Context: an optimization exercise on an open-source flow, tuned for small area, a short achievable clock period and few clock cycles per item. The choices shown serve that exercise and are no tape-out recipe.
The RTL was checked by simulation tests, not by an equivalence proof against the original design.
No activity file was given, so power comes from the tool's default toggle rates.

File: config.mk
export PLATFORM = sky130hd
export DESIGN_NAME = space_to_depth_address_gen_core
export DESIGN_NICKNAME = space_to_depth_address_gen_core
export VERILOG_FILES = /design/flow/design.v
export SDC_FILE = /design/flow/constraint.sdc
export NUM_CORES = 4
export LEC_CHECK = 0
export CAP_MARGIN = 20
export CORE_MARGIN = 2
export CORE_UTILIZATION = 70
export CTS_CLUSTER_DIAMETER = 80
export CTS_CLUSTER_SIZE = 25
export SLEW_MARGIN = 20
File: constraint.sdc
create_clock -name core_clock -period 10.0 [get_ports {clk_i}]
set_input_delay 2.0000 -clock core_clock [delete_from_list [all_inputs] [get_ports {clk_i}]]
set_output_delay 2.0000 -clock core_clock [all_outputs]
set_load 0.01 [all_outputs]
File: design.v
module space_to_depth_address_gen_core #(
  parameter int unsigned DATA_BITS = 32,
  parameter int unsigned DIM_BITS  = 12,
  parameter int unsigned ADDR_BITS = 24
) (
  input  logic                   clk_i,
  input  logic                   rst_ni,
  input  logic                   psel,
  input  logic                   penable,
  input  logic                   pwrite,
  input  logic [4:0]             paddr,
  input  logic [31:0]            pwdata,
  output logic [31:0]            prdata,
  output logic                   pready,
  input  logic                   in_valid_i,
  output logic                   in_ready_o,
  input  logic [DATA_BITS-1:0]   element_value_i,
  output logic                   out_valid_o,
  input  logic                   out_ready_i,
  output logic [DATA_BITS-1:0]   out_value_o,
  output logic [ADDR_BITS-1:0]   out_address_o,
  output logic                   in_range_o,
  output logic                   last_element_o
);
  localparam int unsigned DW = DIM_BITS + 1;
  localparam int unsigned AW = ADDR_BITS;
  logic [6:0]    batch_q;
  logic [DW-1:0] height_q, width_q, chan_q;
  logic [4:0]    block_q;
  logic [2:0]    idx;
  logic          wr_en, hit;
  logic [DW-1:0] rd_d, rd_q;
  assign idx    = paddr[4:2];
  assign wr_en  = psel && penable && pwrite;
  assign hit    = idx < 3'd5;
  assign pready = 1'b1;
  logic [5:0]      batch_hi;
  logic [DW-2:0]   height_hi, width_hi, chan_hi;
  logic [3:0]      block_hi;
  logic [4:0]      b0n_q;
  always_ff @(posedge clk_i or negedge rst_ni) begin
    if (!rst_ni) begin
      batch_hi  <= '0;
      height_hi <= '0;
      width_hi  <= '0;
      chan_hi   <= '0;
      block_hi  <= '0;
      b0n_q     <= '0;
    end else if (wr_en) begin
      case (idx)
        3'd0: {batch_hi,  b0n_q[0]} <= {pwdata[6:1],    !pwdata[0]};
        3'd1: {height_hi, b0n_q[1]} <= {pwdata[DW-1:1], !pwdata[0]};
        3'd2: {width_hi,  b0n_q[2]} <= {pwdata[DW-1:1], !pwdata[0]};
        3'd3: {chan_hi,   b0n_q[3]} <= {pwdata[DW-1:1], !pwdata[0]};
        3'd4: {block_hi,  b0n_q[4]} <= {pwdata[4:1],    !pwdata[0]};
        default: ;
      endcase
    end
  end
  assign batch_q  = {batch_hi,  !b0n_q[0]};
  assign height_q = {height_hi, !b0n_q[1]};
  assign width_q  = {width_hi,  !b0n_q[2]};
  assign chan_q   = {chan_hi,   !b0n_q[3]};
  assign block_q  = {block_hi,  !b0n_q[4]};
  always_comb begin
    case (idx)
      3'd0:    rd_d = DW'(batch_q);
      3'd1:    rd_d = height_q;
      3'd2:    rd_d = width_q;
      3'd3:    rd_d = chan_q;
      3'd4:    rd_d = DW'(block_q);
      default: rd_d = '0;
    endcase
  end
  always_ff @(posedge clk_i) begin
    rd_q <= rd_d;
  end
  assign prdata = 32'(rd_q);
  function automatic logic [DW-1:0] clamp_dim(input logic [DW-1:0] v);
    clamp_dim = v[DW-1] ? {1'b1, {(DW-1){1'b0}}} : ((v == '0) ? DW'(1) : v);
  endfunction
  logic [6:0]    n_eff;
  logic [DW-1:0] h_eff, w_eff, c_eff;
  logic [4:0]    s_eff;
  assign n_eff = batch_q[6] ? 7'd64 : ((batch_q == '0) ? 7'd1 : batch_q);
  assign s_eff = block_q[4] ? 5'd16 : ((block_q == '0) ? 5'd1 : block_q);
  assign h_eff = clamp_dim(height_q);
  assign w_eff = clamp_dim(width_q);
  assign c_eff = clamp_dim(chan_q);
  localparam logic [32*9-1:0] SS_TAB = {
    9'd256, 9'd256, 9'd256, 9'd256, 9'd256, 9'd256, 9'd256, 9'd256, 9'd256, 9'd256, 9'd256, 9'd256, 9'd256, 9'd256, 9'd256, 9'd256, 9'd225, 9'd196, 9'd169, 9'd144, 9'd121, 9'd100, 9'd81, 9'd64, 9'd49, 9'd36, 9'd25, 9'd16, 9'd9, 9'd4, 9'd1, 9'd1};
  localparam logic [32*9-1:0] K1_TAB = {
    9'd241, 9'd241, 9'd241, 9'd241, 9'd241, 9'd241, 9'd241, 9'd241, 9'd241, 9'd241, 9'd241, 9'd241, 9'd241, 9'd241, 9'd241, 9'd241, 9'd211, 9'd183, 9'd157, 9'd133, 9'd111, 9'd91, 9'd73, 9'd57, 9'd43, 9'd31, 9'd21, 9'd13, 9'd7, 9'd3, 9'd1, 9'd1};
  logic [8:0] ss_t, k1_t;
  assign ss_t  = SS_TAB[9*block_q +: 9];
  assign k1_t  = K1_TAB[9*block_q +: 9];
  logic                 o_valid_q, s_valid_q, rdy_q, s_valid_d, o_free, o_load;
  logic [DATA_BITS-1:0] s_val_q, o_val_q;
  assign in_ready_o = rdy_q;
  assign o_free     = !o_valid_q || out_ready_i;
  assign o_load     = o_free && (s_valid_q || (in_valid_i && rdy_q));
  assign s_valid_d  = (s_valid_q || (in_valid_i && rdy_q)) && !o_free;
  always_ff @(posedge clk_i or negedge rst_ni) begin
    if (!rst_ni) begin
      o_valid_q <= 1'b0;
      s_valid_q <= 1'b0;
      rdy_q     <= 1'b0;
    end else begin
      o_valid_q <= o_load || (o_valid_q && !out_ready_i);
      s_valid_q <= s_valid_d;
      rdy_q     <= !s_valid_d && !(wr_en && hit);
    end
  end
  always_ff @(posedge clk_i) begin
    if (!s_valid_q) s_val_q <= element_value_i;
    if (o_load)     o_val_q <= s_valid_q ? s_val_q : element_value_i;
  end
  logic          z_q;
  logic [DW-1:0] cl_q, wl_q, hl_q;
  logic [6:0]    nl_q;
  logic [4:0]    cr_q, rr_q;
  logic          lc_q, lw_q, lh_q, ln_q, cw_q, rw_q, colok_q, rowok_q;
  logic          mb_q, mr_q, sa_q, sq_q, sr_q;
  logic          inr_q, last_q;
  logic [AW-1:0] a_q, q_q, r_q;
  logic [AW-1:0] a_add, q_add, r_add, a_nxt;
  logic [8:0]    a_opd_q;
  logic          mp_q;
  logic [4:0]    r_opd_q;
  assign a_add = a_q + AW'(a_opd_q);
  assign q_add = q_q + AW'(mp_q ? cr_q : 5'd0);
  assign r_add = r_q + AW'(r_opd_q);
  assign a_nxt = ({AW{sa_q && !z_q}} & a_add) | ({AW{sq_q && !z_q}} & q_add) |
                 ({AW{sr_q && !z_q}} & r_add);
  logic lc_d, lw_d, lh_d, ln_d, cw_d, rw_d, colok_d, rowok_d;
  logic [4:0] cr_d, rr_d;
  logic step_w, step_h, step_n;
  assign step_w = !z_q && lc_q;                    
  assign step_h = !z_q && lc_q && lw_q;            
  assign step_n = !z_q && lc_q && lw_q && lh_q;    
  logic c1_q, w1_q, h1_q, n1_q, s1_q, wge_q, hge_q, wgt_q;
  always_ff @(posedge clk_i) begin
    c1_q  <= c_eff == DW'(1);
    w1_q  <= w_eff == DW'(1);
    h1_q  <= h_eff == DW'(1);
    n1_q  <= n_eff == 7'd1;
    s1_q  <= s_eff == 5'd1;
    wge_q <= w_eff >= DW'(s_eff);
    hge_q <= h_eff >= DW'(s_eff);
    wgt_q <= w_eff > DW'(s_eff);
  end
  logic nbok_d;
  always_comb begin
    if (z_q || step_h)  nbok_d = wgt_q;
    else if (step_w)    nbok_d = wl_q > DW'(s_eff) + DW'(1);
    else                nbok_d = wl_q > DW'(s_eff);
  end
  always_comb begin
    lc_d    = lc_q;
    lw_d    = lw_q;
    lh_d    = lh_q;
    ln_d    = ln_q;
    cw_d    = cw_q;
    rw_d    = rw_q;
    cr_d    = cr_q;
    rr_d    = rr_q;
    colok_d = colok_q;
    rowok_d = rowok_q;
    if (z_q || lc_q) lc_d = c1_q;
    else             lc_d = cl_q == DW'(2);
    if (z_q || step_h) begin
      lw_d    = w1_q;
      cr_d    = 5'd1;
      cw_d    = s1_q;
      colok_d = wge_q;
    end else if (step_w) begin
      lw_d = wl_q == DW'(2);
      if (cw_q) begin
        cr_d    = 5'd1;
        cw_d    = s1_q;
        colok_d = wl_q > DW'(s_eff);
      end else begin
        cr_d = cr_q + 5'd1;
        cw_d = (cr_q + 5'd1) == s_eff;
      end
    end
    if (z_q || step_n) begin
      lh_d    = h1_q;
      rr_d    = 5'd1;
      rw_d    = s1_q;
      rowok_d = hge_q;
    end else if (step_h) begin
      lh_d = hl_q == DW'(2);
      if (rw_q) begin
        rr_d    = 5'd1;
        rw_d    = s1_q;
        rowok_d = hl_q > DW'(s_eff);
      end else begin
        rr_d = rr_q + 5'd1;
        rw_d = (rr_q + 5'd1) == s_eff;
      end
    end
    if (z_q)         ln_d = n1_q;
    else if (step_n) ln_d = nl_q == 7'd2;
  end
  logic last_d, mr_d;
  assign last_d = lc_d && lw_d && lh_d && ln_d;
  assign mr_d   = lc_d && lw_d && !(lh_d && ln_d);
  always_ff @(posedge clk_i or negedge rst_ni) begin
    if (!rst_ni) begin
      z_q <= 1'b1;
    end else if (wr_en && hit) begin
      z_q <= 1'b1;
    end else if (o_load) begin
      z_q <= last_d;
    end
  end
  always_ff @(posedge clk_i) begin
    if (o_load) begin
      a_opd_q <= !lc_d ? ss_t : ((lc_d && !lw_d && cw_d && nbok_d) ? k1_t : 9'd1);
      mp_q    <= lc_d && !lw_d && !cw_d;
      mb_q <= lc_d && !lw_d && cw_d;
      mr_q <= mr_d;
      sa_q <= !lc_d || (lc_d && !lw_d && cw_d) || (mr_d && rw_d && cw_d);
      sq_q <= (lc_d && !lw_d && !cw_d) || (mr_d && rw_d && !cw_d);
      sr_q    <= mr_d && !rw_d;
      r_opd_q <= rowok_d ? s_eff : 5'd0;
    end
  end
  always_ff @(posedge clk_i) begin
    if (o_load) begin
      lc_q    <= lc_d;
      lw_q    <= lw_d;
      lh_q    <= lh_d;
      ln_q    <= ln_d;
      cw_q    <= cw_d;
      rw_q    <= rw_d;
      cr_q    <= cr_d;
      rr_q    <= rr_d;
      colok_q <= colok_d;
      rowok_q <= rowok_d;
      inr_q   <= colok_d && rowok_d;
      last_q  <= last_d;
      cl_q    <= (z_q || lc_q) ? c_eff : cl_q - DW'(1);
      if (z_q || step_h)  wl_q <= w_eff;
      else if (step_w)    wl_q <= wl_q - DW'(1);
      if (z_q || step_n)  hl_q <= h_eff;
      else if (step_h)    hl_q <= hl_q - DW'(1);
      if (z_q)            nl_q <= n_eff;
      else if (step_n)    nl_q <= nl_q - 7'd1;
      a_q <= (colok_d && rowok_d) ? a_nxt : '0;
      if (z_q || mb_q || mr_q) q_q <= a_nxt;
      if (z_q || mr_q)         r_q <= a_nxt;
    end
  end
  assign out_valid_o    = o_valid_q;
  assign out_value_o    = o_val_q;
  assign out_address_o  = a_q;
  assign in_range_o     = inr_q;
  assign last_element_o = last_q;
endmodule
File: flow/run.sh
#!/bin/bash
# Own layout flow: the standard synthesis (standard.sh synth, unchanged),
# then the standard ORFS layout steps with these changes:
#  - port buffers placed by flow/ports.tcl, just before the resizer step: a
#    buf_1 on each input and a buf_2 on each output (instead of the resizer's
#    single pick, placed before global placement)
#  - timing repair aimed at a larger setup margin
# Each step's output goes to its own log in this folder; ORFS's per-stage
# logs are under orfs/logs/.
set -euo pipefail
MARGIN=${MARGIN:-6.8}
[[ -f flow/params.sh ]] && source flow/params.sh
bash standard.sh synth > synth.log 2>&1
PORTS="$PWD/flow/ports.tcl"
sed 's#"\${@:-finish}"#SETUP_SLACK_MARGIN='"$MARGIN"' DONT_BUFFER_PORTS=1 PRE_RESIZE_TCL='"$PORTS"' "${@:-finish}"#' standard.sh > layout.sh
grep -q "SETUP_SLACK_MARGIN=$MARGIN" layout.sh
bash layout.sh > layout.log 2>&1
File: flow/params.sh
MARGIN=6.6
File: flow/ports.tcl
# Port buffers, placed before the resizer step (after global placement, whose
# timing-driven mode removes buffers), in place of ORFS's buffer_ports
puts "Perform port buffering (flow/ports.tcl)..."
buffer_ports -inputs -buffer_cell sky130_fd_sc_hd__buf_1
buffer_ports -outputs -buffer_cell sky130_fd_sc_hd__buf_2
File: standard.sh
#!/bin/bash
# synth_recipe.tcl (not shown) runs the flow's synth.tcl, then flattens the netlist and writes it again
# the make line also repeats each setting of config.mk as NAME=value (left out here)
make -C /OpenROAD-flow-scripts/flow DESIGN_CONFIG=/design/flow/config.mk WORK_HOME=/design/flow/orfs CLKGATE_MAP_FILE= SYNTH_SCRIPT=/design/flow/synth_recipe.tcl "${@:-finish}"
==> notes.md, run 1 <==
nets=around 1600; Max-Slew Margin vs Limit=between 30% and 40%; Hold Crit Class=flip-flop to flip-flop; vias in the first global route=10837; Reg2Reg Depth=15; row count=54; CTS Hold Bufs=0; Final Max Tran Viols=0; Startpoint Class=flip-flop; total CTS buffers=16; setup TNS=0 ns; Synth Area in Simple Gates=between 10% and 20%; Routability Congestion=roughly 0.94; Setup violations, final=0; clock latency at the later pin of the worst-skew pair=0.49 ns; mux contribution to synthesized area=under 10%; dominant synthesized flop cell=edfxtp_1; final worst path period need=3.40 ns; classification of the worst setup path=flip-flop to flip-flop; post-route DRC violation count=0; htree depth=1; Synth warnings=1; Max FO, Critical Path=7; count leader, synth=edfxtp_1; initial antenna violation count=0; layout cells sized above 1=18.3%; Worst setup EP type=flip-flop; met1 Resource Use GR=between 40% and 50%; Gate Count Post-Synth=1372; clock skew=0.0162 ns; Syn Std Cell Area=15500 um^2; Hold Violations, Final=0; clock tree buffer depth=3; worst vdd ir=around 0.17 mV; async set-or-reset flop fraction in the synthesized netlist=18.5%; clock sinks=298; Die Wd=roughly 150 um; Vias=11285; design area=17100 um^2; Yosys top cell area share=36.9%; Max Cap Viol=0; core area=21800 um^2; Post-Synth Adder-Cell Area=~5.5%; Max Fclk=294 MHz; area added between synthesis and finish=10.4%; unrepaired setup endpoints after global routing=yes; GRT overflow=0; GRT Util Overall=31.0%; post-detail-place hpwl=25600 um; Unique masters post-synth=roughly 70; number of synthesized flops with an enable pin=190; Clk pin slew, worst setup/hold paths=about 0.1 ns; CTS tree=built; GR Util met3=5.09%; largest net degree at the start of global routing=55; Compound-Gate Fraction of Synth Area=10.4%; period utilization=34.0%; Die H=153 um; post-route ant nets=0; Routed WL=36500 um; power density cells=216 nW/um^2; I/O pin total=169; DRT Pass-1 Iters=5; Pleak=0.00651 uW; clk root buf=clkbuf_16; antenna cells=0; Worst Tran Pin Value=1.03 ns; first-pass GRT wire length=about 58000 um; xor and xnor fraction of the mapped netlist area=5.78%; WP data required=10.34 ns; Yosys reg bits=approximately 300; status=timing/DRC/antenna clean; main combinational cell family by area after synthesis=simple AND/OR/NAND/NOR gates; Syn Area/Cell=between 10 and 15 um^2; Top Usage Layer GRT=met2; Iter 0 DRT Violations=1020; area leader, netlist=edfxtp_1; vias per cell=between 6 and 7; Post-DP Area=around 16000 um^2; PortBufs=0; Cells on Worst Hold Path=1; Synth area leaders=edfxtp_1, dfrtp_1, dfxtp_1, mux2_2, ha_1; Wirelength per Cell=roughly 20 um; synth cell count leaders=edfxtp_1, nand2_1, nor2_1, mux2_2, o21ai_0; post-synthesis sequential area ratio=52.7%; DIE AREA=23300 um^2; effective utilization at floorplan=between 70% and 80%; CP arrival=around 3.7 ns; met2 usage=about half
==> repair_timing <==
| item | 4_1_cts | 5_1_grt |
|---|---|---|
| setup buffers | 10 | 3 |
| cloned | 1 | 2 |
| setup endpoints to repair | 203 | 171 |
| resized for setup | 33 | 26 |
| pin swaps | 6 | 11 |
==> where the power goes <==
group,switching [uW],leakage (uW),internal (uW),total (uW)
combinational,675,0.00335,471,1150
sequential,210,0.00293,1610,1820
clock,388,0.000238,326,714
total,1270,0.00651,2410,3680
==> worst paths after layout <==
check,startpoint,to,slack (ns)
setup / recovery,block_hi[0],a_opd_q[2],6.60
hold / removal,s_val_q[19],s_val_q[19],0.48
setup reg to reg,block_hi[0],a_opd_q[2],6.60
hold reg to reg,s_val_q[19],s_val_q[19],0.48
max in group asynchronous,rst_ni,height_hi[8],8.03
min in group asynchronous,rst_ni,width_hi[4],1.35
==> cell usage in the layout, fill, tap and decap left out, types with 20 or more instances in the layout <==
cell,synthesis,final
xor2_1,45,45
dfrtp_1,54,49
nand3_1,45,44
nand3b_1,22,22
ha_1,63,61
a22oi_1,22,22
xnor2_1,57,56
buf_1,6,50
a21oi_1,50,46
nand2_1,97,96
conb_1,2,21
nor3_1,30,28
edfxtp_1,190,190
o21ai_0,69,65
nor4_1,23,23
inv_1,42,39
buf_2,2,74
nor2b_1,31,29
buf_4,20,20
mux2_2,84,84
nor2_1,88,85
dfxtp_1,53,53
==> critical path, stage by stage (launching register included) <==
cell and delay [ns]:
dfrtp_2 0.45, inv_4 0.07, ha_4 0.12, or3b_4 0.37
a21o_4 0.26, inv_8 0.07, and3_4 0.19, xnor2_2 0.07
ha_1 0.31, and3_4 0.19, o21ai_2 0.05, nand3_1 0.07
a21o_1 0.14, a21oi_2 0.06, or4b_4 0.59, o32ai_2 0.22
==> cell type report <==
| cell class | count | area, um^2 |
|---|---|---|
| sequential | 298 | 8150 |
| multi-input combinational | 975 | 7080 |
| fill | 1400 | 4680 |
| timing repair buffer | 152 | 810 |
| clock buffer | 25 | 455 |
| tap | 280 | 350 |
| inverter | 43 | 179 |
| clock inverter | 3 | 32.5 |
| timing repair inverter | 2 | 12.5 |
==> metrics by stage <==
step / utilization [%] / worst slack, ns / hold WS [ns] / cells / power [uW]
after CTS: 77.9 / 6.46 / 0.481 / 1773 / 3640
after detailed placement: 74.8 / 5.48 / 0.460 / 1734 / 2900
after global routing: 78.5 / 6.54 / 0.494 / 1778 / 3870
after global placement: 72.0 / 5.66 / 0.451 / 1605 / 2800
after floorplan: - / 5.51 / 0.446 / 1391 / 2560
final: 78.5 / 6.60 / 0.479 / 1778 / 3680
==> kinds of logic after synthesis <==
family / Yosys count
AOI/OAI and AO/OA: 248
muxes: 98
DFF: 298
other: 2
xor gates and xnor gates: 102
and+or+nand+nor: 440
adders and majority gates: 66
buffers and inverters: 118
==> per-layer routing <==
| metal | vias to the layer above | part of all wire (%) |
|---|---|---|
| met5 | - | 0 |
| met4 | 0 | 1.6 |
| met3 | 52 | 9.0 |
| met2 | 521 | 47 |
| met1 | 5474 | 42 |
| li1 | 5238 | - |
==> state kept, by name, summed over array words and instances (netlist names), 6 cells and up <==
register,flops
batch_hi,6
o_val_q,32
height_hi,12
hl_q,13
cl_q,13
wl_q,13
nl_q,7
rd_q,13
s_val_q,32
q_q,24
a_opd_q,9
a_q,24
width_hi,12
r_q,24
chan_hi,12
Testbench counts, summed over its fixed seeds: cycles 53,646, items 52,758.
==> run 2, diff against run 1 <==
==> flow/params.sh (replaced) <==
MARGIN=6.8
--- a/config.mk
+++ b/config.mk
@@ -7,7 +7,7 @@
 export LEC_CHECK = 0
 export CAP_MARGIN = 20
 export CORE_MARGIN = 2
-export CORE_UTILIZATION = 70
+export CORE_UTILIZATION = 55
 export CTS_CLUSTER_DIAMETER = 80
 export CTS_CLUSTER_SIZE = 25
 export SLEW_MARGIN = 20
==> run 2 against run 1 <==
Compared with the run above: largest cell class unchanged; clock power up 4.1%; clock-buffer cell count down 1; clock skew up 0.0084 ns; register-to-register slack better by 0.06 ns; flip-flop and latch count unchanged; highest routed layer unchanged; still clean; setup slack better by 0.065 ns; core utilization down 15 points; total power up 2.3%; first-iteration DRC count down 22%; critical path depth down 1.
==> notes.md, run 2 <==
Worst setup EP type=flip-flop (unchanged); GRT overflow=0 (unchanged); Critical Path, Cell by Cell=or3b_1, a21o_4, inv_6, and3_4, xnor2_2, ha_1, and3_4, o21ai_2, nand3_1, a21o_1, a21oi_2, or4b_4, buf_6, o21ai_4 (was inv_4, ha_4, or3b_4, a21o_4, inv_8, and3_4, xnor2_2, ha_1, and3_4, o21ai_2, nand3_1, a21o_1, a21oi_2, or4b_4, o32ai_2); share of power burned in the clock network=19.7% (was 19.4%); first-pass GRT wire length=57900 um (was 57600 um); clock latency at the later pin of the worst-skew pair=0.52 ns (was 0.49 ns); sw frac=34.8% (was 34.6%); slowest cell on the critical path=dfrtp_2 (was or4b_4); I/O pin total=169 (unchanged); period utilization=33.4% (was 34.0%); combinational power share=32.1% (was 31.1%); CP arrival=3.71 ns (was 3.74 ns); vias in the first global route=10534 (was 10837); Iter 0 DRT Violations=795 (was 1020); Final Util=63.0% (was 78.5%); commonest non-fill, non-tap cell in the layout=edfxtp_1 (unchanged); synth cell count leaders=edfxtp_1, nand2_1, nor2_1, mux2_2, o21ai_0 (unchanged); effective utilization at floorplan=55.8% (was 71.1%); Yosys top cell area share=36.9% (unchanged); Final Max Tran Viols=0 (unchanged); area leader, netlist=edfxtp_1 (unchanged); vias per cell=5.89 (was 6.35); total CTS buffers=16 (unchanged); fillers=2283 (was 1400); Setup violations, final=0 (unchanged); Wirelength per Cell=19.9 um (was 20.6 um); GRT Util Overall=25.3% (was 31.0%); Syn Area/Cell=11.3 um^2 (unchanged); slowest stage delay, CP=0.57 ns (was 0.59 ns); Top Registers=o_val_q: 32 flops, s_val_q: 32 flops (unchanged); setup TNS=0 ns (unchanged); CTS Hold Bufs=0 (unchanged); DRT Pass-1 Iters=5 (unchanged); WP data required=10.37 ns (was 10.34 ns); Clk pin slew, worst setup/hold paths=0.10 ns (about the same); Synth area leaders=edfxtp_1, dfrtp_1, dfxtp_1, mux2_2, ha_1 (unchanged); clock sinks=298 (unchanged); count leader, synth=edfxtp_1 (unchanged); P_int=2450 uW (was 2410 uW); Vias=11141 (was 11285); unrepaired setup endpoints after global routing=yes (unchanged); htree depth=1 (unchanged); Cells on Worst Hold Path=1 (unchanged); Synth warnings=1 (unchanged); post-synthesis sequential area ratio=52.7% (unchanged); PortBufs=0 (unchanged); Yosys reg bits=298 (unchanged); initial antenna violation count=0 (unchanged); crit-path most repeated cell=and3_4 (unchanged); Multi-input gate area=7160 um^2 (was 7080 um^2); Unique masters post-synth=72 (unchanged); antenna cells=0 (unchanged); Routed WL=37700 um (was 36500 um); Routability Congestion=0.836 (was 0.944); Startpoint Class=flip-flop (unchanged); post-route DRC violation count=0 (unchanged); Syn Std Cell Area=15500 um^2 (unchanged); row count=61 (was 54); Worst Tran Pin Value=1.02 ns (was 1.03 ns); dominant synthesized flop cell=edfxtp_1 (unchanged); Die H=172 um (was 153 um); async set-or-reset flop fraction in the synthesized netlist=18.5% (unchanged); Max FO, Critical Path=18 (was 7); post-route ant nets=0 (unchanged); clk root buf=clkbuf_16 (unchanged); final worst path period need=3.34 ns (was 3.40 ns); Net Sw Power=1310 uW (was 1270 uW); nets=1646 (was 1630); Max Fclk=299 MHz (was 294 MHz); Gate Count Post-Synth=1372 (unchanged); Register Area=8160 um^2 (was 8150 um^2); largest net degree at the start of global routing=65 (was 55); Pleak=0.00663 uW (was 0.00651 uW); worst vdd ir=0.160 mV (was 0.173 mV); area added between synthesis and finish=12.9% (was 10.4%); Max Cap Viol=0 (unchanged); Hold Violations, Final=0 (unchanged); clock skew=0.0246 ns (was 0.0162 ns); status=timing/DRC/antenna clean (unchanged); number of synthesized flops with an enable pin=190 (unchanged); DIE AREA=29500 um^2 (was 23300 um^2); CTS tree=built (unchanged); Max-Slew Margin vs Limit=30.0% (was 30.7%); Flop pwr share=48.1% (was 49.5%); Hold Crit Class=flip-flop to flip-flop (unchanged); Die Wd=172 um (was 153 um); post-detail-place hpwl=26400 um (was 25600 um); classification of the worst setup path=flip-flop to flip-flop (unchanged); Reg2Reg Depth=14 (was 15); commonest cells after routing, fill and taps aside=edfxtp_1, nand2_1, nor2_1, mux2_2, buf_2 (unchanged); core area=27700 um^2 (was 21800 um^2); layout cells sized above 1=19.8% (was 18.3%); power density cells=216 nW/um^2 (about the same); clock tree buffer depth=3 (unchanged)
-- run 2: cell counts after synthesis --
No cell type changed its count.
-- run 2: cells by family after synthesis --
group | after synthesis | share of synthesized area (%)
and+or+nand+nor | 440 | 14.8
DFF | 298 | 52.7
AOI/OAI and AO/OA | 248 | 10.4
buffers and inverters | 118 | 3.37
xor gates and xnor gates | 102 | 5.78
muxes | 98 | 7.51
adders and majority gates | 66 | 5.49
other | 2 | 0.0486
-- run 2: area by class of cell --
class,instances,share of cell area [%]
repair buffers,169,5.62
well taps,378,2.71
clock inverters,4,0.165
clock buffers,24,2.70
flip-flops and latches,298,46.7
inverters,43,0.989
multi-input cells,975,41.0
repair inverters,1,0.0430
-- run 2: per-stage QoR --
stage               power [uW]  cell area [um^2]  hold WS (ns)  instances  setup slack [ns]
global route              3970             17500         0.492       1892              6.60
floorplan                 2560             15700         0.446       1391              5.51
global placement          2840             15800         0.452       1707              5.82
detailed placement        2920             16400         0.458       1835              5.64
CTS                       3710             17200         0.480       1882              6.61
finish                    3770             17500         0.478       1892              6.66
-- run 2: power by group through the flow --
stage	clock, uW	combinational, uW	sequential, uW
floorplan	0	780	1780
global placement	0	964	1880
detailed placement	0	1070	1850
CTS	755	1140	1810
global route	792	1330	1840
finish	743	1210	1810
-- run 2: what timing repair did --
action	CTS	global route
setup buffers	18	8
resized for setup	39	29
endpoints found under the setup margin	219	71
endpoints found under the hold margin	0	0
pin swaps	12	10
gates cloned	1	2
-- run 2: critical path, delay by kind of cell, from the launching register on --
| kind | cells | cell delay, ns |
|---|---|---|
| AND/OR/NAND/NOR | 5 | 1.43 |
| AO/OA/AOI/OAI | 5 | 0.58 |
| flip-flops | 1 | 0.57 |
| adder cells (fa/ha/maj) | 1 | 0.30 |
| buffers and inverters | 2 | 0.23 |
| XOR/XNOR | 1 | 0.07 |
-- run 2: worst paths after layout --
| kind | from | endpoint | slack, ns |
|---|---|---|---|
| worst min-delay path | s_val_q[14] | s_val_q[14] | 0.48 |
| worst max-delay path | block_hi[2] | a_opd_q[6] | 6.66 |
| worst max register to register | block_hi[2] | a_opd_q[6] | 6.66 |
| min in group asynchronous | rst_ni | batch_hi[2] | 1.48 |
| max in group asynchronous | rst_ni | chan_hi[9] | 7.91 |
| worst min register to register | s_val_q[14] | s_val_q[14] | 0.48 |
-- run 2: routing by layer --
metal | wire length [um] | share of wire, % | up-vias | track usage (%)
met2 | 16900 | 45 | 353 | 38.7
met5 | 0 | 0 | - | 0
met1 | 17800 | 47 | 5456 | 39.0
met4 | 687 | 1.8 | 0 | 4.83
li1 | - | - | 5280 | -
met3 | 2270 | 6.0 | 52 | 3.11
==> run 3, diff against run 2 <==
--- a/design.v
+++ b/design.v
@@ -139,6 +139,7 @@
   assign step_h = !z_q && lc_q && lw_q;            
   assign step_n = !z_q && lc_q && lw_q && lh_q;    
   logic c1_q, w1_q, h1_q, n1_q, s1_q, wge_q, hge_q, wgt_q;
+  logic [5:0] sp1_q;    
   always_ff @(posedge clk_i) begin
     c1_q  <= c_eff == DW'(1);
     w1_q  <= w_eff == DW'(1);
@@ -148,11 +149,12 @@
     wge_q <= w_eff >= DW'(s_eff);
     hge_q <= h_eff >= DW'(s_eff);
     wgt_q <= w_eff > DW'(s_eff);
+    sp1_q <= 6'(s_eff) + 6'd1;
   end
   logic nbok_d;
   always_comb begin
     if (z_q || step_h)  nbok_d = wgt_q;
-    else if (step_w)    nbok_d = wl_q > DW'(s_eff) + DW'(1);
+    else if (step_w)    nbok_d = wl_q > DW'(sp1_q);
     else                nbok_d = wl_q > DW'(s_eff);
   end
   always_comb begin
--- a/config.mk
+++ b/config.mk
@@ -7,7 +7,7 @@
 export LEC_CHECK = 0
 export CAP_MARGIN = 20
 export CORE_MARGIN = 2
-export CORE_UTILIZATION = 55
+export CORE_UTILIZATION = 65
 export CTS_CLUSTER_DIAMETER = 80
 export CTS_CLUSTER_SIZE = 25
 export SLEW_MARGIN = 20
==> run 3 against run 2 <==
Compared with the run above: critical path depth is 8 lower; still clean; flip-flop and latch count is 6 higher; combinational power is 9% lower; fmax is 5.5% higher.
==> notes.md, run 3 <==
status=timing/DRC/antenna clean (unchanged); CP arrival=3.56 ns (was 3.71 ns); vias in the first global route=10477 (was 10534); Hold Violations, Final=0 (unchanged); fin cells=1820 (was 1892); async set-or-reset flop fraction in the synthesized netlist=18.1% (was 18.5%); Syn Area/Cell=11.3 um^2 (about the same); dominant synthesized flop cell=edfxtp_1 (unchanged); placed insts=1773 (was 1835); antenna cells=0 (unchanged); post-route ant nets=0 (unchanged); final worst path period need=3.17 ns (was 3.34 ns); Synth area leaders=edfxtp_1, dfrtp_1, dfxtp_1, mux2_2, ha_1 (unchanged); DRT Pass-1 Iters=8 (was 5); Die Wd=159 um (was 172 um); worst vdd ir=0.152 mV (was 0.160 mV); Routed WL=36600 um (was 37700 um); count leader, synth=edfxtp_1 (unchanged); Synth warnings=1 (unchanged); Vias=10988 (was 11141); clock tree buffer depth=3 (unchanged); area leader, netlist=edfxtp_1 (unchanged); Pleak=0.00646 uW (was 0.00663 uW); Yosys top cell area share=36.7% (was 36.9%); Cells on Worst Hold Path=1 (unchanged); core area=23500 um^2 (was 27700 um^2); slowest cell on the critical path=clkdlybuf4s15_2 (was dfrtp_2); Worst Tran Pin Value=0.962 ns (was 1.02 ns); Setup violations, final=0 (unchanged); Worst path top cell family by delay=buffers and inverters (was simple AND/OR/NAND/NOR gates); post-detail-place hpwl=25500 um (was 26400 um); Final Max Tran Viols=0 (unchanged); Iter 0 DRT Violations=892 (was 795); PortBufs=0 (unchanged); I/O pin total=169 (unchanged); Buf+Inv Stages, Crit Path=3 (was 2); Hold Crit Class=flip-flop to flip-flop (unchanged); clock skew=0.0140 ns (was 0.0246 ns); Worst Slack Setup Final=6.83 ns (was 6.66 ns); commonest non-fill, non-tap cell in the layout=edfxtp_1 (unchanged); initial antenna violation count=0 (unchanged); Reg2Reg Depth=9 (was 14); first-pass GRT wire length=55900 um (was 57900 um); setup TNS=0 ns (unchanged); hold endpoint=s_val_q[25] (was s_val_q[14]); Max FO, Critical Path=23 (was 18); Die H=159 um (was 172 um); reg2reg end=a_opd_q[3] (was a_opd_q[6]); period utilization=31.7% (was 33.4%); Hold Crit Start=s_val_q[25] (was s_val_q[14]); CTS tree=built (unchanged); effective utilization at floorplan=66.1% (was 55.8%); Unique masters post-synth=80 (was 72); worst hold margin=0.480 ns (was 0.478 ns); Clk pin slew, worst setup/hold paths=0.09 ns (was 0.10 ns); clock latency at the later pin of the worst-skew pair=0.51 ns (was 0.52 ns); number of synthesized flops with an enable pin=190 (unchanged); dpl ws=5.02 ns (was 5.64 ns); Worst setup EP type=flip-flop (unchanged); post-synthesis sequential area ratio=53.2% (was 52.7%); row count=56 (was 61); Routability Congestion=0.898 (was 0.836); GRT Util Overall=29.0% (was 25.3%); Gate Count Post-Synth=1368 (was 1372); GRT overflow=0 (unchanged); clock sinks=304 (was 298); power density cells=213 nW/um^2 (was 216 nW/um^2); DIE AREA=25100 um^2 (was 29500 um^2); layout cells sized above 1=17.9% (was 19.8%); htree depth=1 (unchanged); nets=1630 (was 1646); Wirelength per Cell=20.1 um (was 19.9 um); classification of the worst setup path=primary input to flip-flop (was flip-flop to flip-flop); r2r startpoint=cl_q[0] (was block_hi[2]); Max Fclk=316 MHz (was 299 MHz); Critical path origin=paddr[3] (was block_hi[2]); Startpoint Class=primary input (was flip-flop); largest net degree at the start of global routing=54 (was 65); clk root buf=clkbuf_16 (unchanged); Top Registers=o_val_q: 32 flops, s_val_q: 32 flops (unchanged); CTS Hold Bufs=0 (unchanged); Max Cap Viol=0 (unchanged); WP data required=10.40 ns (was 10.37 ns); total CTS buffers=16 (unchanged); commonest cells after routing, fill and taps aside=edfxtp_1, nand2_1, nor2_1, mux2_2, buf_2 (unchanged); area added between synthesis and finish=10.7% (was 12.9%); r2r setup slk=6.90 ns (was 6.66 ns); slowest stage delay, CP=0.45 ns (was 0.57 ns); synth cell count leaders=edfxtp_1, nand2_1, nor2_1, mux2_2, xnor2_1 (was edfxtp_1, nand2_1, nor2_1, mux2_2, o21ai_0); Critical Path, Cell by Cell=clkdlybuf4s15_2, nor2_4, inv_1, nor3_4, buf_12, mux2_2 (was or3b_1, a21o_4, inv_6, and3_4, xnor2_2, ha_1, and3_4, o21ai_2, nand3_1, a21o_1, a21oi_2, or4b_4, buf_6, o21ai_4); Max-Slew Margin vs Limit=35.4% (was 30.0%); unrepaired setup endpoints after global routing=no (was yes); vias per cell=6.04 (was 5.89); Final Util=73.3% (was 63.0%); Syn Std Cell Area=15500 um^2 (about the same); post-route DRC violation count=0 (unchanged); Yosys reg bits=304 (was 298)
-- run 3: changes by cell type after synthesis, sizes merged, moves of 7 or more --
cell | before | now
xnor2 | 57 | 71
nor2b | 31 | 44
inv | 43 | 35
nor4 | 23 | 16
nor2 | 88 | 99
-- run 3: cell families (layout without fill, tap and decap cells) --
logic type                 Yosys count  count (layout)  share of synthesized area (%)
and+or+nand+nor                    439             440                           14.5
DFF                                304             304                           53.2
AOI/OAI and AO/OA                  245             246                           10.4
xor gates and xnor gates           115             115                           6.49
buffers and inverters              105             217                           3.05
muxes                               95              95                           7.07
adders and majority gates           63              63                           5.21
other                                2              21                         0.0484
-- run 3: power breakdown --
part	internal [uW]	switching, uW	total [uW]
Combinational	457	648	1100
Clock	322	396	718
Sequential	1640	209	1850
Total	2420	1250	3670
-- run 3: through the flow --
step	cell area (um^2)	total power, uW
after CTS	17000	3650
after global placement	15800	2810
after global routing	17200	3860
after detailed placement	16400	2900
after floorplan	15700	2560
final	17200	3670
-- run 3: repair_timing --
action                     4_1_cts  5_1_grt
buffers inserted                 8        8
setup endpoints to repair      215      101
cloned                           3        1
resized for setup               27       14
pin swaps                        3        2
-- run 3: how the worst max path moves through the flow --
stage	cells after the start	endpoint
global route	6	a_opd_q[2]
CTS	5	width_hi[1]
detailed placement	6	q_q[22]
global placement	5	q_q[23]
floorplan	4	q_q[0]
finish	6	batch_hi[0]
-- run 3: final cells by class --
| class | count | area, um^2 |
|---|---|---|
| Sequential cell | 304 | 8270 |
| Multi-Input combinational cell | 980 | 7040 |
| Fill cell | 1728 | 6280 |
| Timing Repair Buffer | 153 | 853 |
| Clock buffer | 24 | 453 |
| Tap cell | 319 | 399 |
| Inverter | 35 | 141 |
| Clock inverter | 3 | 22.5 |
| Timing Repair inverter | 2 | 12.5 |
-- run 3: metal layers --
metal  track usage, %  up-vias  routed length [um]
met5                0        -                   0
met2             47.8      381               17500
li1                 -     5222                   -
met4             8.07        0                 906
met3             3.18       66                2180
met1             41.1     5319               16000
Testbench counts of run 3, summed over its fixed seeds: cycles 53,646, items 52,758.
==> run 4, diff against run 3 <==
==> flow/params.sh (replaced) <==
MARGIN=6.6
--- a/config.mk
+++ b/config.mk
@@ -7,7 +7,7 @@
 export LEC_CHECK = 0
 export CAP_MARGIN = 20
 export CORE_MARGIN = 2
-export CORE_UTILIZATION = 65
+export CORE_UTILIZATION = 55
 export CTS_CLUSTER_DIAMETER = 80
 export CTS_CLUSTER_SIZE = 25
 export SLEW_MARGIN = 20
==> run 4 against run 3 <==
Compared with the run above: still clean on timing, DRC and antenna; die area increased by 18%; sequential power about the same; critical path depth decreased by 2; area after synthesis unchanged; synthesized cell count unchanged; clock-buffer cell count increased by 1; clock skew increased by 0.0099 ns; via count decreased by 2.0%; fmax decreased by 5.8%; sequential share of layout area about the same; critical path type unchanged.
==> notes.md, run 4 <==
Post-Synth Adder-Cell Area=5.21% (unchanged); dominant synthesized flop cell=edfxtp_1 (unchanged); Syn Area/Cell=11.3 um^2 (unchanged); initial antenna violation count=0 (unchanged); Yosys top cell area share=36.7% (unchanged); Hold Crit Class=flip-flop to flip-flop (unchanged); CP arrival=3.76 ns (was 3.56 ns); Top Registers=o_val_q: 32 flops, s_val_q: 32 flops (unchanged); Routability Congestion=0.853 (was 0.898); setup TNS=0 ns (unchanged); antenna cells=0 (unchanged); first-pass GRT wire length=56700 um (was 55900 um); Syn Std Cell Area=15500 um^2 (unchanged); Pleak=0.00643 uW (was 0.00646 uW); unrepaired setup endpoints after global routing=yes (was no); Die Wd=172 um (was 159 um); worst setup path end=height_hi[0] (was batch_hi[0]); Crit path depth=4 (was 6); DIE AREA=29600 um^2 (was 25100 um^2); GRT Util Overall=24.9% (was 29.0%); Critical path origin=paddr[2] (was paddr[3]); r2r startpoint=block_hi[0] (was cl_q[0]); htree depth=1 (unchanged); clock tree buffer depth=3 (unchanged); Compound-Gate Fraction of Synth Area=10.4% (unchanged); clock latency at the later pin of the worst-skew pair=0.52 ns (was 0.51 ns); vias per cell=5.75 (was 6.04); row count=61 (was 56); Hold Violations, Final=0 (unchanged); effective utilization at floorplan=55.9% (was 66.1%); sw frac=34.4% (was 34.1%); Buf+Inv Stages, Crit Path=1 (was 3); Worst Tran Pin Value=0.940 ns (was 0.962 ns); Clk pin slew, worst setup/hold paths=0.09 ns (about the same); period utilization=33.6% (was 31.7%); vias in the first global route=10310 (was 10477); Net Sw Power=1290 uW (was 1250 uW); worst vdd ir=0.156 mV (was 0.152 mV); CTS tree=built (unchanged); xor and xnor fraction of the mapped netlist area=6.49% (unchanged); post-route ant nets=0 (unchanged); classification of the worst setup path=primary input to flip-flop (unchanged); WP data required=10.40 ns (about the same); largest net degree at the start of global routing=61 (was 54); total CTS buffers=18 (was 16); area added between synthesis and finish=10.7% (about the same); PortBufs=0 (unchanged); Max FO, Critical Path=23 (unchanged); r2r setup slk=6.78 ns (was 6.90 ns); DRT Pass-1 Iters=5 (was 8); layout cells sized above 1=17.2% (was 17.9%); share of power burned in the clock network=21.9% (was 19.6%); reg2reg end=a_q[10] (was a_opd_q[3]); Setup violations, final=0 (unchanged); CTS Hold Bufs=0 (unchanged); Flop pwr share=49.5% (was 50.3%); nets=1622 (was 1630); post-route DRC violation count=0 (unchanged); final worst path period need=3.36 ns (was 3.17 ns); Max Fclk=297 MHz (was 316 MHz); Unique masters post-synth=80 (unchanged); count leader, synth=edfxtp_1 (unchanged); post-synthesis sequential area ratio=53.2% (unchanged); Wirelength per Cell=19.7 um (was 20.1 um); Synth area leaders=edfxtp_1, dfrtp_1, dfxtp_1, mux2_2, ha_1 (unchanged); core area=27800 um^2 (was 23500 um^2); status=timing/DRC/antenna clean (unchanged); Critical Path, Cell by Cell=buf_2, nor2b_2, and2_2, mux2_2 (was clkdlybuf4s15_2, nor2_4, inv_1, nor3_4, buf_12, mux2_2); power density cells=217 nW/um^2 (was 213 nW/um^2); fin cells=1874 (was 1820); area leader, netlist=edfxtp_1 (unchanged); P_int=2450 uW (was 2420 uW); async set-or-reset flop fraction in the synthesized netlist=18.1% (unchanged); synth cell count leaders=edfxtp_1, nand2_1, nor2_1, mux2_2, xnor2_1 (unchanged); commonest cells after routing, fill and taps aside=edfxtp_1, nand2_1, nor2_1, mux2_2, buf_2 (unchanged); Startpoint Class=primary input (unchanged); Worst setup EP type=flip-flop (unchanged); slowest stage delay, CP=0.47 ns (was 0.45 ns); Pwr Total=3740 uW (was 3670 uW); commonest non-fill, non-tap cell in the layout=edfxtp_1 (unchanged); Reg2Reg Depth=12 (was 9); Max Cap Viol=0 (unchanged); Worst path top cell family by delay=simple AND/OR/NAND/NOR gates (was buffers and inverters); Synth warnings=1 (unchanged); Iter 0 DRT Violations=787 (was 892); Synth Area in Simple Gates=14.5% (unchanged); slowest cell on the critical path=and2_2 (was clkdlybuf4s15_2); Die H=172 um (was 159 um); I/O pin total=169 (unchanged); number of synthesized flops with an enable pin=190 (unchanged); Gate Count Post-Synth=1368 (unchanged); Yosys reg bits=304 (unchanged); post-detail-place hpwl=26000 um (was 25500 um); clock skew=0.0239 ns (was 0.0140 ns); combinational power share=28.6% (was 30.1%); clk root buf=clkbuf_16 (unchanged); Vias=10773 (was 10988); mux contribution to synthesized area=7.07% (unchanged); Max-Slew Margin vs Limit=36.9% (was 35.4%); Routed WL=37000 um (was 36600 um); clock sinks=304 (unchanged); GRT overflow=0 (unchanged); Final Max Tran Viols=0 (unchanged); placed insts=1833 (was 1773); main combinational cell family by area after synthesis=simple AND/OR/NAND/NOR gates (unchanged)
[run 4: cells by family after synthesis]
kind of cell	count (synthesis)
AND/OR/NAND/NOR	439
XOR/XNOR	115
other	2
buffers and inverters	105
adder cells (fa/ha/maj)	63
multiplexers	95
flip-flops	304
AO/OA/AOI/OAI	245
[run 4: worst min path at each step]
stage                            from           to  slack (ns)  cells after the start
after global placement    s_val_q[20]  s_val_q[20]        0.45                      1
after CTS                 s_val_q[19]  s_val_q[19]        0.48                      1
after floorplan           s_val_q[10]  s_val_q[10]        0.45                      1
after detailed placement   s_val_q[9]   s_val_q[9]        0.46                      1
after global routing      s_val_q[16]  s_val_q[16]        0.49                      1
final                     s_val_q[19]  s_val_q[19]        0.48                      1
[run 4: worst reg2reg max path, cell delays in order, from the launching register on]
cell and delay, ns:
dfrtp_2 0.47, inv_1 0.18, ha_1 0.19, or3b_1 0.41
a21o_1 0.27, clkinvlp_4 0.15, ha_1 0.15, nand4b_1 0.12
o311ai_2 0.36, a41oi_2 0.15, buf_4 0.21, nand2_4 0.21
nor2b_1 0.08
[run 4: layout make-up]
| class | count | area [um^2] |
|---|---|---|
| fill | 2315 | 10600 |
| sequential | 304 | 8270 |
| multi-input combinational | 979 | 6970 |
| timing repair buffer | 144 | 726 |
| clock buffer | 25 | 508 |
| tap | 378 | 473 |
| inverter | 35 | 141 |
| clock inverter | 7 | 85.1 |
| timing repair inverter | 2 | 12.5 |
[run 4: metrics by stage]
step | hold WS, ns | setup WS, ns | utilization, % | cell area [um^2]
floorplan | 0.446 | 5.51 | - | 15600
global placement | 0.451 | 5.76 | 57.0 | 15800
detailed placement | 0.459 | 5.64 | 59.2 | 16400
CTS | 0.481 | 6.59 | 61.6 | 17100
global route | 0.488 | 6.60 | 61.9 | 17200
finish | 0.477 | 6.64 | 61.9 | 17200
[run 4: power by group through the flow]
stage | registers [uW] | logic [uW] | clock network [uW]
6_report | 1850 | 1070 | 818
5_1_grt | 1880 | 1200 | 881
4_1_cts | 1850 | 1060 | 842
3_5_place_dp | 1880 | 1030 | 0
3_3_place_gp | 1910 | 927 | 0
2_1_floorplan | 1810 | 759 | 0
[run 4: metal layers]
layer / global-route usage (%) / share of wire, % / up-vias
met5: 0 / 0 / -
met4: 5.74 / 2.1 / 0
met3: 3.27 / 4.6 / 49
met2: 40.4 / 47 / 273
met1: 35.7 / 47 / 5244
li1: - / - / 5207
[run 4: repair_timing]
| action | 4_1_cts | 5_1_grt |
|---|---|---|
| gates resized for setup | 15 | 14 |
| cloned | 2 | 1 |
| setup buffers | 3 | 3 |
| pin swaps | 2 | 1 |
| setup endpoints to repair | 160 | 99 |
==> run 5, diff against run 4 <==
==> flow/params.sh (replaced) <==
MARGIN=6.9
==> run 5 against run 4 <==
Compared with the run above: still clean; clock power down 3.7%; setup slack improved by 0.23 ns; cell count up 2.3%; synthesized cell count unchanged; critical path depth down 3; clock skew is 0.0047 ns higher; first-iteration DRC count increased by 9.3%; sequential share of layout area fell by 1.3 points.
==> notes.md, run 5 <==
status=timing/DRC/antenna clean (unchanged); period utilization=31.3% (was 33.6%); CP arrival=1.13 ns (was 3.76 ns); Hold Crit Class=flip-flop to flip-flop (unchanged); core area=27800 um^2 (unchanged); Pwr Total=3780 uW (was 3740 uW); Syn Area/Cell=11.3 um^2 (unchanged); worst setup path end=out_address_o[11] (was height_hi[0]); Max Cap Viol=0 (unchanged); post-route DRC violation count=0 (unchanged); Crit path depth=1 (was 4); Top Registers=o_val_q: 32 flops, s_val_q: 32 flops (unchanged); Routability Congestion=0.837 (was 0.853); total CTS buffers=17 (was 18); Max FO, Critical Path=3 (was 23); combinational power share=30.6% (was 28.6%); Yosys reg bits=304 (unchanged); DIE AREA=29600 um^2 (unchanged); classification of the worst setup path=flip-flop to output port (was primary input to flip-flop); commonest non-fill, non-tap cell in the layout=edfxtp_1 (unchanged); row count=61 (unchanged); I/O pin total=169 (unchanged); vias per cell=5.74 (was 5.75); Yosys top cell area share=36.7% (unchanged); fillers=2320 (was 2315); Pleak=0.00667 uW (was 0.00643 uW); Synth area leaders=edfxtp_1, dfrtp_1, dfxtp_1, mux2_2, ha_1 (unchanged); share of power burned in the clock network=20.8% (was 21.9%); clock sinks=304 (unchanged); Gate Count Post-Synth=1368 (unchanged); Iter 0 DRT Violations=860 (was 787); area added between synthesis and finish=13.7% (was 10.7%); Net Sw Power=1290 uW (about the same); Syn Std Cell Area=15500 um^2 (unchanged); dominant synthesized flop cell=edfxtp_1 (unchanged); effective utilization at floorplan=55.9% (unchanged); largest net degree at the start of global routing=56 (was 61); r2r setup slk=6.99 ns (was 6.78 ns); Die H=172 um (unchanged); post-synthesis sequential area ratio=53.2% (unchanged); count leader, synth=edfxtp_1 (unchanged); r2r startpoint=cl_q[0] (was block_hi[0]); Critical Path, Cell by Cell=buf_2 (was buf_2, nor2b_2, and2_2, mux2_2); Critical path origin=a_q[11] (was paddr[2]); Flop pwr share=48.5% (was 49.5%); CTS tree=built (unchanged); WP data required=8.00 ns (was 10.40 ns); Worst Tran Pin Value=0.881 ns (was 0.940 ns); clock tree buffer depth=3 (unchanged); power density cells=214 nW/um^2 (was 217 nW/um^2); Setup violations, final=0 (unchanged); Synth warnings=1 (unchanged); Clk pin slew, worst setup/hold paths=0.09 ns (about the same); Vias=11009 (was 10773); Compound-Gate Fraction of Synth Area=10.4% (unchanged); initial antenna violation count=0 (unchanged); setup TNS=0 ns (unchanged); Synth Area in Simple Gates=14.5% (unchanged); final worst path period need=3.13 ns (was 3.36 ns); Worst path top cell family by delay=flip-flops (was simple AND/OR/NAND/NOR gates); clock latency at the later pin of the worst-skew pair=0.52 ns (about the same); Die Wd=172 um (unchanged); Max Fclk=319 MHz (was 297 MHz); reg2reg end=a_opd_q[2] (was a_q[10]); GRT Util Overall=25.5% (was 24.9%); PortBufs=0 (unchanged); first-pass GRT wire length=57700 um (was 56700 um); synth cell count leaders=edfxtp_1, nand2_1, nor2_1, mux2_2, xnor2_1 (unchanged); async set-or-reset flop fraction in the synthesized netlist=18.1% (unchanged); Post-Synth Adder-Cell Area=5.21% (unchanged); GRT overflow=0 (unchanged); area leader, netlist=edfxtp_1 (unchanged); sw frac=34.1% (was 34.4%); Max-Slew Margin vs Limit=40.8% (was 36.9%); post-detail-place hpwl=26000 um (about the same); post-route ant nets=0 (unchanged); mux contribution to synthesized area=7.07% (unchanged); P_int=2490 uW (was 2450 uW); number of synthesized flops with an enable pin=190 (unchanged); htree depth=1 (unchanged); Reg2Reg Depth=9 (was 12); Wirelength per Cell=19.7 um (about the same); main combinational cell family by area after synthesis=simple AND/OR/NAND/NOR gates (unchanged); vias in the first global route=10338 (was 10310); clock skew=0.0287 ns (was 0.0239 ns); Routed WL=37700 um (was 37000 um); Buf+Inv Stages, Crit Path=1 (unchanged); Worst setup EP type=output port (was flip-flop); xor and xnor fraction of the mapped netlist area=6.49% (unchanged); DRT Pass-1 Iters=5 (unchanged); slowest cell on the critical path=edfxtp_1 (was and2_2); Hold Violations, Final=0 (unchanged); CTS Hold Bufs=0 (unchanged); layout cells sized above 1=20.1% (was 17.2%); unrepaired setup endpoints after global routing=yes (unchanged); Startpoint Class=flip-flop (was primary input); clk root buf=clkbuf_16 (unchanged); slowest stage delay, CP=0.45 ns (was 0.47 ns); antenna cells=0 (unchanged); commonest cells after routing, fill and taps aside=edfxtp_1, nand2_1, nor2_1, mux2_2, buf_2 (unchanged); Final Max Tran Viols=0 (unchanged); nets=1666 (was 1622); Unique masters post-synth=80 (unchanged); worst vdd ir=0.160 mV (was 0.156 mV); Hold Crit Start=s_val_q[12] (was s_val_q[19])
[run 5: cell counts after synthesis]
Identical to the previous run, type by type.
[run 5: metrics by stage]
step / setup WS, ns / utilization [%] / instances / instance area, um^2 / hold slack (ns)
after floorplan: 5.51 / - / 1387 / 15700 / 0.446
after global placement: 5.20 / 57.2 / 1706 / 15900 / 0.451
after detailed placement: 5.01 / 59.4 / 1835 / 16500 / 0.458
after CTS: 6.79 / 62.8 / 1900 / 17400 / 0.480
after global routing: 6.83 / 63.5 / 1917 / 17700 / 0.493
final: 6.87 / 63.5 / 1917 / 17700 / 0.478
[run 5: how the worst min path moves through the flow]
stage          cells past startpoint  slack (ns)          end
6_report                           1        0.48  s_val_q[12]
5_1_grt                            1        0.49  s_val_q[12]
4_1_cts                            1        0.48  s_val_q[15]
3_5_place_dp                       1        0.46  s_val_q[15]
3_3_place_gp                       1        0.45  s_val_q[20]
2_1_floorplan                      1        0.45  s_val_q[10]
[run 5: layout make-up]
class	instances	area, um^2	share of cell area (%)
clock inverters	4	57.6	0.326
clock buffers	26	502	2.84
inverters	35	145	0.822
repair buffers	188	1120	6.36
well taps	378	473	2.68
multi-input cells	980	7070	40.1
repair inverters	2	12.5	0.0709
flip-flops and latches	304	8270	46.8
[run 5: timing repair]
item | 4_1_cts | 5_1_grt
gates resized for setup | 31 | 18
setup endpoints to repair | 241 | 106
buffers inserted | 31 | 17
pin swaps | 5 | 3
gates cloned | 4 | 0
[run 5: routing by layer]
layer  track usage, %  vias up  part of all wire [%]
met3             3.78       40                   5.4
met1             36.1     5384                    45
li1                 -     5292                     -
met2             42.0      293                    48
met5                0        -                     0
met4             5.37        0                   1.7
[run 5: logic make-up (layout without fill, tap and decap cells)]
family,Yosys count,after routing
other,2,21
multiplexers,95,95
adder cells (fa/ha/maj),63,63
AND/OR/NAND/NOR,439,440
AO/OA/AOI/OAI,245,246
XOR/XNOR,115,115
flip-flops,304,304
buffers and inverters,105,255
[run 5: worst register-to-register path: cells and delay by family, from the launching register on]
| kind | cells | cell delay [ns] |
|---|---|---|
| AO/OA/AOI/OAI | 2 | 0.56 |
| flip-flops | 1 | 0.45 |
| adder cells (fa/ha/maj) | 1 | 0.13 |
| AND/OR/NAND/NOR | 5 | 1.55 |
| buffers and inverters | 1 | 0.11 |
[run 5: power groups by stage]
stage / registers, uW / logic (uW) / clock network (uW)
floorplan: 1810 / 760 / 0
global placement: 1900 / 933 / 0
detailed placement: 1870 / 1040 / 0
CTS: 1830 / 1130 / 804
global route: 1860 / 1290 / 852
finish: 1830 / 1160 / 788
==> run 6, diff against run 5 <==
==> flow/params.sh (replaced) <==
MARGIN=6.8
==> run 6 against run 5 <==
Compared with the run above: non-clock buffer count shrank 33; fmax shrank 0.91%; clock power shrank 3.7%; setup slack lost 0.029 ns; final area shrank 2.1%; still clean on timing, DRC and antenna; critical path depth grew 5; via count shrank 1.7%; die area is the same; first-iteration DRC count shrank 12%; sequential share of layout area grew 1.0 points; wire length shrank 1.6%; global-route usage shrank 0.065 points; highest routed layer unchanged.
==> notes.md, run 6 <==
Iter 0 DRT Violations=759 (was 860); r2r setup slk=6.91 ns (was 6.99 ns); Pleak=0.00647 uW (was 0.00667 uW); Max FO, Critical Path=23 (was 3); commonest non-fill, non-tap cell in the layout=edfxtp_1 (unchanged); count leader, synth=edfxtp_1 (unchanged); power density cells=214 nW/um^2 (about the same); CTS tree=built (unchanged); reg2reg end=a_opd_q[2] (unchanged); effective utilization at floorplan=55.9% (unchanged); Yosys top cell area share=36.7% (unchanged); clock sinks=304 (unchanged); unrepaired setup endpoints after global routing=yes (unchanged); Hold Crit Class=flip-flop to flip-flop (unchanged); GRT overflow=0 (unchanged); Synth warnings=1 (unchanged); final worst path period need=3.16 ns (was 3.13 ns); worst vdd ir=0.161 mV (was 0.160 mV); Critical Path, Cell by Cell=clkdlybuf4s15_2, nor2_4, inv_1, nor3_4, buf_12, mux2_2 (was buf_2); placed insts=1834 (was 1835); clock tree buffer depth=3 (unchanged); post-route DRC violation count=0 (unchanged); row count=61 (unchanged); Buf+Inv Stages, Crit Path=3 (was 1); Worst path top cell family by delay=buffers and inverters (was flip-flops); core area=27800 um^2 (unchanged); Post-DP Area=16500 um^2 (about the same); Die H=172 um (unchanged); period utilization=31.6% (was 31.3%); total CTS buffers=17 (unchanged); PortBufs=0 (unchanged); layout cells sized above 1=18.0% (was 20.1%); DRT Pass-1 Iters=5 (unchanged); Top Registers=o_val_q: 32 flops, s_val_q: 32 flops (unchanged); area leader, netlist=edfxtp_1 (unchanged); Startpoint Class=primary input (was flip-flop); Crit path depth=6 (was 1); dominant synthesized flop cell=edfxtp_1 (unchanged); Die Wd=172 um (unchanged); post-synthesis sequential area ratio=53.2% (unchanged); Hold Violations, Final=0 (unchanged); CTS Hold Bufs=0 (unchanged); Setup violations, final=0 (unchanged); post-route ant nets=0 (unchanged); Unique masters post-synth=80 (unchanged); Worst Tran Pin Value=0.930 ns (was 0.881 ns); worst setup path end=batch_hi[5] (was out_address_o[11]); area added between synthesis and finish=11.3% (was 13.7%); design area=17300 um^2 (was 17700 um^2); async set-or-reset flop fraction in the synthesized netlist=18.1% (unchanged); vias per cell=5.75 (was 5.74); clock latency at the later pin of the worst-skew pair=0.51 ns (was 0.52 ns); synth cell count leaders=edfxtp_1, nand2_1, nor2_1, mux2_2, xnor2_1 (unchanged); Wirelength per Cell=19.7 um (about the same); Final Max Tran Viols=0 (unchanged); Gate Count Post-Synth=1368 (unchanged); Worst setup EP type=flip-flop (was output port); Pwr Total=3690 uW (was 3780 uW); Routed WL=37100 um (was 37700 um); post-detail-place hpwl=26100 um (was 26000 um); Syn Std Cell Area=15500 um^2 (unchanged); GRT Util Overall=25.4% (was 25.5%); CP arrival=3.57 ns (was 1.13 ns); Max-Slew Margin vs Limit=37.5% (was 40.8%); Yosys reg bits=304 (unchanged); initial antenna violation count=0 (unchanged); Reg2Reg Depth=12 (was 9); first-pass GRT wire length=57900 um (was 57700 um); largest net degree at the start of global routing=52 (was 56); I/O pin total=169 (unchanged); htree depth=1 (unchanged); number of synthesized flops with an enable pin=190 (unchanged); setup TNS=0 ns (unchanged); WP data required=10.41 ns (was 8.00 ns); Vias=10819 (was 11009); slowest cell on the critical path=clkdlybuf4s15_2 (was edfxtp_1); vias in the first global route=10470 (was 10338); Routability Congestion=0.846 (was 0.837); nets=1631 (was 1666); clk root buf=clkbuf_16 (unchanged); fillers=2341 (was 2320); commonest cells after routing, fill and taps aside=edfxtp_1, nand2_1, nor2_1, mux2_2, buf_2 (unchanged); DIE AREA=29600 um^2 (unchanged); status=timing/DRC/antenna clean (unchanged); antenna cells=0 (unchanged); clock skew=0.0172 ns (was 0.0287 ns); Critical path origin=paddr[3] (was a_q[11]); slowest stage delay, CP=0.45 ns (about the same); r2r startpoint=block_hi[0] (was cl_q[0]); fin cells=1882 (was 1917); Synth area leaders=edfxtp_1, dfrtp_1, dfxtp_1, mux2_2, ha_1 (unchanged); Syn Area/Cell=11.3 um^2 (unchanged); Max Cap Viol=0 (unchanged); Max Fclk=317 MHz (was 319 MHz); Clk pin slew, worst setup/hold paths=0.09 ns (about the same); classification of the worst setup path=primary input to flip-flop (was flip-flop to output port)
[run 6: cell counts after synthesis]
Identical to the previous run, type by type.
[run 6: metal layers]
layer | vias up | share of wire (%) | routed length [um] | GRT usage (%)
met1 | 5285 | 46 | 17000 | 36.7
met4 | 0 | 1.6 | 589 | 4.90
li1 | 5217 | - | - | -
met5 | - | 0 | 0 | 0
met3 | 36 | 5.1 | 1880 | 3.20
met2 | 281 | 48 | 17600 | 41.7
[run 6: how the worst min path moves through the flow]
stage | slack (ns) | cells after the start | endpoint | startpoint
after global routing | 0.50 | 1 | s_val_q[14] | s_val_q[14]
after detailed placement | 0.46 | 1 | s_val_q[20] | s_val_q[20]
after CTS | 0.48 | 1 | s_val_q[20] | s_val_q[20]
after global placement | 0.45 | 1 | s_val_q[17] | s_val_q[17]
final | 0.48 | 1 | s_val_q[17] | s_val_q[17]
after floorplan | 0.45 | 1 | s_val_q[10] | s_val_q[10]
[run 6: per-stage QoR]
stage	hold slack [ns]	setup slack [ns]	util [%]
finish	0.478	6.84	62.2
global route	0.497	6.77	62.2
CTS	0.481	6.81	61.8
detailed placement	0.459	5.64	59.3
global placement	0.451	5.78	57.1
floorplan	0.446	5.51	-
[run 6: report_power, final]
| part | switching, uW | internal, uW |
|---|---|---|
| Sequential | 205 | 1640 |
| Clock | 423 | 337 |
| Combinational | 639 | 451 |
| Total | 1270 | 2420 |
[run 6: what timing repair did]
action / 4_1_cts / 5_1_grt
gates resized for setup: 25 / 10
setup buffers: 9 / 7
pin swaps: 4 / 9
setup endpoints to repair: 118 / 65
hold endpoints to repair: 0 / 0
cloned: 2 / 0
[run 6: kinds of logic (layout without fill, tap and decap cells)]
kind of cell / Yosys count / after routing / share of synthesized area (%)
adders and majority gates: 63 / 63 / 5.21
buffers and inverters: 105 / 220 / 3.05
AOI/OAI and AO/OA: 245 / 246 / 10.4
xor gates and xnor gates: 115 / 115 / 6.49
other: 2 / 21 / 0.0484
muxes: 95 / 95 / 7.07
DFF: 304 / 304 / 53.2
and+or+nand+nor: 439 / 440 / 14.5
[run 6: area by class of cell]
cell class	count	area (um^2)	share of cell area [%]
clock buffer	23	458	2.65
timing repair buffer	155	852	4.93
tap	378	473	2.74
multi-input combinational	980	7020	40.6
inverter	35	141	0.818
sequential	304	8270	47.9
clock inverter	7	63.8	0.369
[run 6: worst reg2reg max path: cells and delay by family, from the launching register on]
family	cells	cell delay [ns]
AOI/OAI and AO/OA	6	1.37
adders and majority gates	2	0.47
DFF	1	0.43
and+or+nand+nor	2	0.36
buffers and inverters	2	0.28
==> run 7, diff against run 6 <==
--- a/config.mk
+++ b/config.mk
@@ -10,4 +10,5 @@
 export CORE_UTILIZATION = 55
 export CTS_CLUSTER_DIAMETER = 80
 export CTS_CLUSTER_SIZE = 25
+export PLACE_DENSITY = 0.75
 export SLEW_MARGIN = 20
==> run 7 against run 6 <==
Compared with the run above: total power is 1.1% higher; critical path type is now flip-flop to output port; clock power is 3.8% higher; still clean on timing, DRC and antenna; clock-buffer cell count is 2 higher; flip-flop and latch count stayed put; clock skew is 0.0097 ns higher; sequential share of layout area hardly changed; die area stayed put; critical path depth is 5 lower; global-route usage is 0.78 points lower; non-clock buffer count is 8 lower; final area hardly changed.
==> notes.md, run 7 <==
antenna cells=0 (unchanged); xor and xnor fraction of the mapped netlist area=6.49% (unchanged); clock tree buffer depth=3 (unchanged); Hold Crit Class=flip-flop to flip-flop (unchanged); area added between synthesis and finish=11.3% (about the same); sw frac=34.2% (was 34.3%); area leader, netlist=edfxtp_1 (unchanged); number of synthesized flops with an enable pin=190 (unchanged); Startpoint Class=flip-flop (was primary input); CP arrival=1.18 ns (was 3.57 ns); vias in the first global route=10719 (was 10470); Hold Crit Start=s_val_q[11] (was s_val_q[17]); nets=1623 (was 1631); Final Max Tran Viols=0 (unchanged); dpl ws=5.73 ns (was 5.64 ns); Vias=11034 (was 10819); Hold Violations, Final=0 (unchanged); reg2reg end=a_q[21] (was a_opd_q[2]); power density cells=216 nW/um^2 (was 214 nW/um^2); Net Sw Power=1270 uW (about the same); commonest cells after routing, fill and taps aside=edfxtp_1, nand2_1, nor2_1, mux2_2, buf_2 (unchanged); Yosys reg bits=304 (unchanged); largest net degree at the start of global routing=53 (was 52); Die Wd=172 um (unchanged); synth cell count leaders=edfxtp_1, nand2_1, nor2_1, mux2_2, xnor2_1 (unchanged); Syn Area/Cell=11.3 um^2 (unchanged); Worst Slack Setup Final=6.82 ns (was 6.84 ns); Die H=172 um (unchanged); r2r setup slk=6.93 ns (was 6.91 ns); period utilization=31.8% (was 31.6%); fin cells=1874 (was 1882); row count=61 (unchanged); share of power burned in the clock network=21.1% (was 20.6%); commonest non-fill, non-tap cell in the layout=edfxtp_1 (unchanged); core area=27800 um^2 (unchanged); vias per cell=5.89 (was 5.75); hold endpoint=s_val_q[11] (was s_val_q[17]); Clk pin slew, worst setup/hold paths=0.09 ns (about the same); GRT overflow=0 (unchanged); Cells on Worst Hold Path=1 (unchanged); P_int=2450 uW (was 2420 uW); Max Fclk=314 MHz (was 317 MHz); combinational power share=29.4% (was 29.5%); Synth warnings=1 (unchanged); total CTS buffers=17 (unchanged); final worst path period need=3.18 ns (was 3.16 ns); GRT Util Overall=24.6% (was 25.4%); Routability Congestion=0.907 (was 0.846); unrepaired setup endpoints after global routing=yes (unchanged); slowest stage delay, CP=0.49 ns (was 0.45 ns); Reg2Reg Depth=11 (was 12); Pleak=0.00646 uW (was 0.00647 uW); placed insts=1832 (was 1834); clock skew=0.0268 ns (was 0.0172 ns); Post-Synth Adder-Cell Area=5.21% (unchanged); Syn Std Cell Area=15500 um^2 (unchanged); clock sinks=304 (unchanged); CTS tree=built (unchanged); Setup violations, final=0 (unchanged); classification of the worst setup path=flip-flop to output port (was primary input to flip-flop); htree depth=1 (unchanged); post-synthesis sequential area ratio=53.2% (unchanged); setup TNS=0 ns (unchanged); dominant synthesized flop cell=edfxtp_1 (unchanged); Yosys top cell area share=36.7% (unchanged); Top Registers=o_val_q: 32 flops, s_val_q: 32 flops (unchanged); Flop pwr share=49.5% (was 49.9%); status=timing/DRC/antenna clean (unchanged); initial antenna violation count=0 (unchanged); CTS Hold Bufs=0 (unchanged); post-detail-place hpwl=25500 um (was 26100 um)
[run 7: cell counts after synthesis]
Identical to the previous run, type by type.
[run 7: kinds of logic (layout without fill, tap and decap cells)]
kind of cell / count (synthesis) / in the layout
AO/OA/AOI/OAI: 245 / 246
XOR/XNOR: 115 / 115
adder cells (fa/ha/maj): 63 / 63
buffers and inverters: 105 / 212
flip-flops: 304 / 304
multiplexers: 95 / 95
other: 2 / 21
AND/OR/NAND/NOR: 439 / 440
[run 7: final cells by class]
type,instances,area (um^2)
Clock buffer,25,485
Fill cell,2214,10500
Inverter,35,141
Clock inverter,5,75.1
Sequential cell,304,8270
Multi-Input combinational cell,980,7040
Tap cell,378,473
Timing Repair Buffer,147,795
[run 7: power groups by stage]
stage               Clock, uW  Sequential (uW)  Combinational [uW]
floorplan                   0             1810                 759
global placement            0             1900                 905
detailed placement          0             1870                1030
CTS                       805             1840                1080
global route              840             1870                1220
finish                    788             1840                1100
[run 7: per-stage QoR]
step                      hold slack (ns)  power [uW]  instance area (um^2)
after floorplan                     0.446        2560                 15700
after global placement              0.451        2800                 15800
after detailed placement            0.458        2900                 16500
after CTS                           0.481        3720                 17200
after global routing                0.498        3930                 17300
final                               0.478        3730                 17300
[run 7: how the worst max path moves through the flow]
stage / start / to / slack [ns] / depth (start not counted)
4_1_cts: paddr[4] / width_hi[5] / 6.79 / 5
3_5_place_dp: in_valid_i / a_q[1] / 5.73 / 6
5_1_grt: a_q[12] / out_address_o[12] / 6.78 / 1
2_1_floorplan: in_valid_i / q_q[0] / 5.51 / 4
3_3_place_gp: block_hi[0] / a_q[14] / 5.94 / 12
6_report: a_q[12] / out_address_o[12] / 6.82 / 1
[run 7: repair_timing]
item,4_1_cts,5_1_grt
buffers inserted,8,2
gates cloned,1,1
setup endpoints to repair,164,120
pin swaps,3,3
gates resized for setup,28,16
[run 7: layer usage]
layer / GRT usage [%] / part of all wire [%] / wire (um)
met2: 41.7 / 49 / 18100
met4: 8.22 / 2.9 / 1080
met1: 32.7 / 42 / 15300
met5: 0 / 0 / 0
met3: 3.69 / 5.7 / 2090
